Context: an optimization exercise on an open-source flow, tuned for small area and a short achievable clock period. The choices shown serve that exercise and are no tape-out recipe.
Only simulation tests tie the RTL to the original design; equivalence was not proved.
The clock port is modelled as an ideal driver; clocking choices that lean on that would not hold on a real chip.

==> inputs of 11-09 <==
## idStage
module idStage (
    input  logic        clk,
    input  logic        rst,
    input  logic        req,
    input  logic [31:0] pc,
    input  logic [31:0] inst,
    input  logic        exWe,
    input  logic [4:0]  exWaddr,
    input  logic [31:0] exWdata,
    input  logic        memWe,
    input  logic [4:0]  memWaddr,
    input  logic [31:0] memWdata,
    input  logic        wbWe,
    input  logic [4:0]  wbWaddr,
    input  logic [31:0] wbWdata,
    output logic        ack,
    output logic [4:0]  aluOp,
    output logic [2:0]  aluSel,
    output logic [31:0] operandA,
    output logic [31:0] operandB,
    output logic        regWe,
    output logic [4:0]  regWaddr,
    output logic [31:0] linkAddr,
    output logic [31:0] branchTarget,
    output logic        branchTaken,
    output logic        inSlot
);
export LEC_CHECK = 0
export CAP_MARGIN = 10
export CORE_MARGIN = 2
export CORE_UTILIZATION = 40
export CTS_BUF_LIST = sky130_fd_sc_hd__clkbuf_8 sky130_fd_sc_hd__clkbuf_16
export CTS_CLUSTER_DIAMETER = 70
export CTS_CLUSTER_SIZE = 25
export SLEW_MARGIN = 10
create_clock -name core_clock -period 6.0 [get_ports {clk}]
standard.sh (not shown) runs the stock make flow with config.mk's settings and CLKGATE_MAP_FILE= SYNTH_SCRIPT=/design/flow/synth_recipe.tcl, a recipe that flattens the netlist after the stock synthesis.
==> flow/flow/run.sh <==
#!/bin/bash
# The standard layout, run in stages, with:
#  - plain buffers (buf_2) on the ports instead of delay-cell buffers,
#  - timing repair free to resize across cell footprints,
#  - slow deep-stack gates (or3/or4/nor4 and the like) kept out of the
#    netlist on top of the platform's don't-use list,
#  - a greedy upsizing pass on the worst paths after clock tree synthesis,
#    where the standard repair stalls; the repair after global routing only
#    fixes real violations (margin 0) instead of growing the area.
# Each tool's output goes to a log of its own in this folder.
set -euo pipefail
here=$(cd "$(dirname "$0")" && pwd)
DU=$(tr '\n' ' ' < "$here/dont_use.txt")
export DONT_USE_CELLS="$DU"
common=("BUFFER_PORTS_ARGS=-buffer_cell sky130_fd_sc_hd__buf_2" "MATCH_CELL_FOOTPRINT=0" "DONT_USE_CELLS=$DU")
results=orfs/results/$FLOW_PLATFORM/idStage/base

bash standard.sh "${common[@]}" SETUP_SLACK_MARGIN=2.5 cts > flow_1_to_cts.log 2>&1
RESULTS=$results STAGE=cts GS_ITERS=60 GS_AREA=0.02 openroad -no_init -exit "$here/size_step.tcl" > flow_size_cts.log 2>&1
bash standard.sh "${common[@]}" SETUP_SLACK_MARGIN=0 finish > flow_finish.log 2>&1
Other scripts of this flow, unchanged in this note and not shown: flow/flow/dont_use.txt, flow/flow/gsize.tcl, flow/flow/size_step.tcl
==> 12-27: changes against 11-09 <==
==> flow/config.mk (replaced) <==
export PLATFORM = sky130hd
export DESIGN_NAME = idStage
export DESIGN_NICKNAME = idStage
export VERILOG_FILES = /design/flow/design.v
export SDC_FILE = /design/flow/constraint.sdc
export NUM_CORES = 4
export LEC_CHECK = 0
export CAP_MARGIN = 20
export CORE_MARGIN = 2
export CORE_UTILIZATION = 40
export CTS_BUF_LIST = sky130_fd_sc_hd__clkbuf_8 sky130_fd_sc_hd__clkbuf_16
export CTS_CLUSTER_DIAMETER = 80
export CTS_CLUSTER_SIZE = 30
export SLEW_MARGIN = 20
==> 12-03: changes against 11-09 <==
==> flow/config.mk (replaced) <==
export PLATFORM = sky130hd
export DESIGN_NAME = idStage
export DESIGN_NICKNAME = idStage
export VERILOG_FILES = /design/flow/design.v
export SDC_FILE = /design/flow/constraint.sdc
export NUM_CORES = 4
export LEC_CHECK = 0
export CAP_MARGIN = 20
export CORE_MARGIN = 2
export CORE_UTILIZATION = 40
export CTS_BUF_LIST = sky130_fd_sc_hd__clkbuf_8 sky130_fd_sc_hd__clkbuf_16
export CTS_CLUSTER_DIAMETER = 60
export CTS_CLUSTER_SIZE = 20
export SLEW_MARGIN = 20
==> qor.txt <==
==============================================================
Ratio of final minimum period to clock period           63.89%
DR iter-0 viols                                          11539
Least-Margin Pin Slew                                 1.355 ns
Run status                                        complete, no violations
Level count of the clock H-tree                              3
Buf/Inv on CP                                                3
Latest clock arrival within the worst-skew pair        0.73 ns
==============================================================
# the run above: 11-09

==> qor.txt <==
==============================================================
Run status                                        complete, no violations
Buf/Inv on CP                                                2
DR iter-0 viols                                          11589
Least-Margin Pin Slew                                 1.320 ns
Latest clock arrival within the worst-skew pair        0.79 ns
==============================================================
# the run above: 12-27

==> qor.txt <==
===================================================================
Run status                                             complete, no violations
Maximum VDD drop                                          0.2237 mV
Least-Margin Pin Slew                                      1.322 ns
Buf/Inv on CP                                                     2
Ratio of final minimum period to clock period                66.22%
Level count of the clock H-tree                                   3
Source of the worst register-to-register timing path   uRegFile.regValid[2]$_SDFF_PP0_
Latest clock arrival within the worst-skew pair             0.77 ns
===================================================================
# the run above: 12-03

==> port drivers added, routing unchanged <==
The results above use ideal ports. As a check the final layouts listed here were re-extracted and re-timed, cells and wires unchanged.
Step 1 sets driving cells, clkbuf_16 on the clock port and buf_2 on the other inputs (assumed; they add their load-dependent delay and slew).
Step 2 also shifts input and output timing later by t, the mid clock arrival at the registers, as if the neighbouring blocks saw the same clock.
a / b / c = ideal / step 1 / step 2; a / b = the first two.
run | t, ns | setup WS [ns] | pins driven straight from the clock port
11-09 | 0.798 | 2.166 / 2.197 / 1.422 | 1
12-27 | 0.845 | 2.028 / 2.080 / 1.239 | 1
12-03 | 0.842 | 2.027 / 2.081 / 1.239 | 1
After both steps setup and hold are still met in every run listed. For 12-27, which loses most, drivers alone change the setup slack by +0.052 ns; drivers and shift together by -0.789 ns.
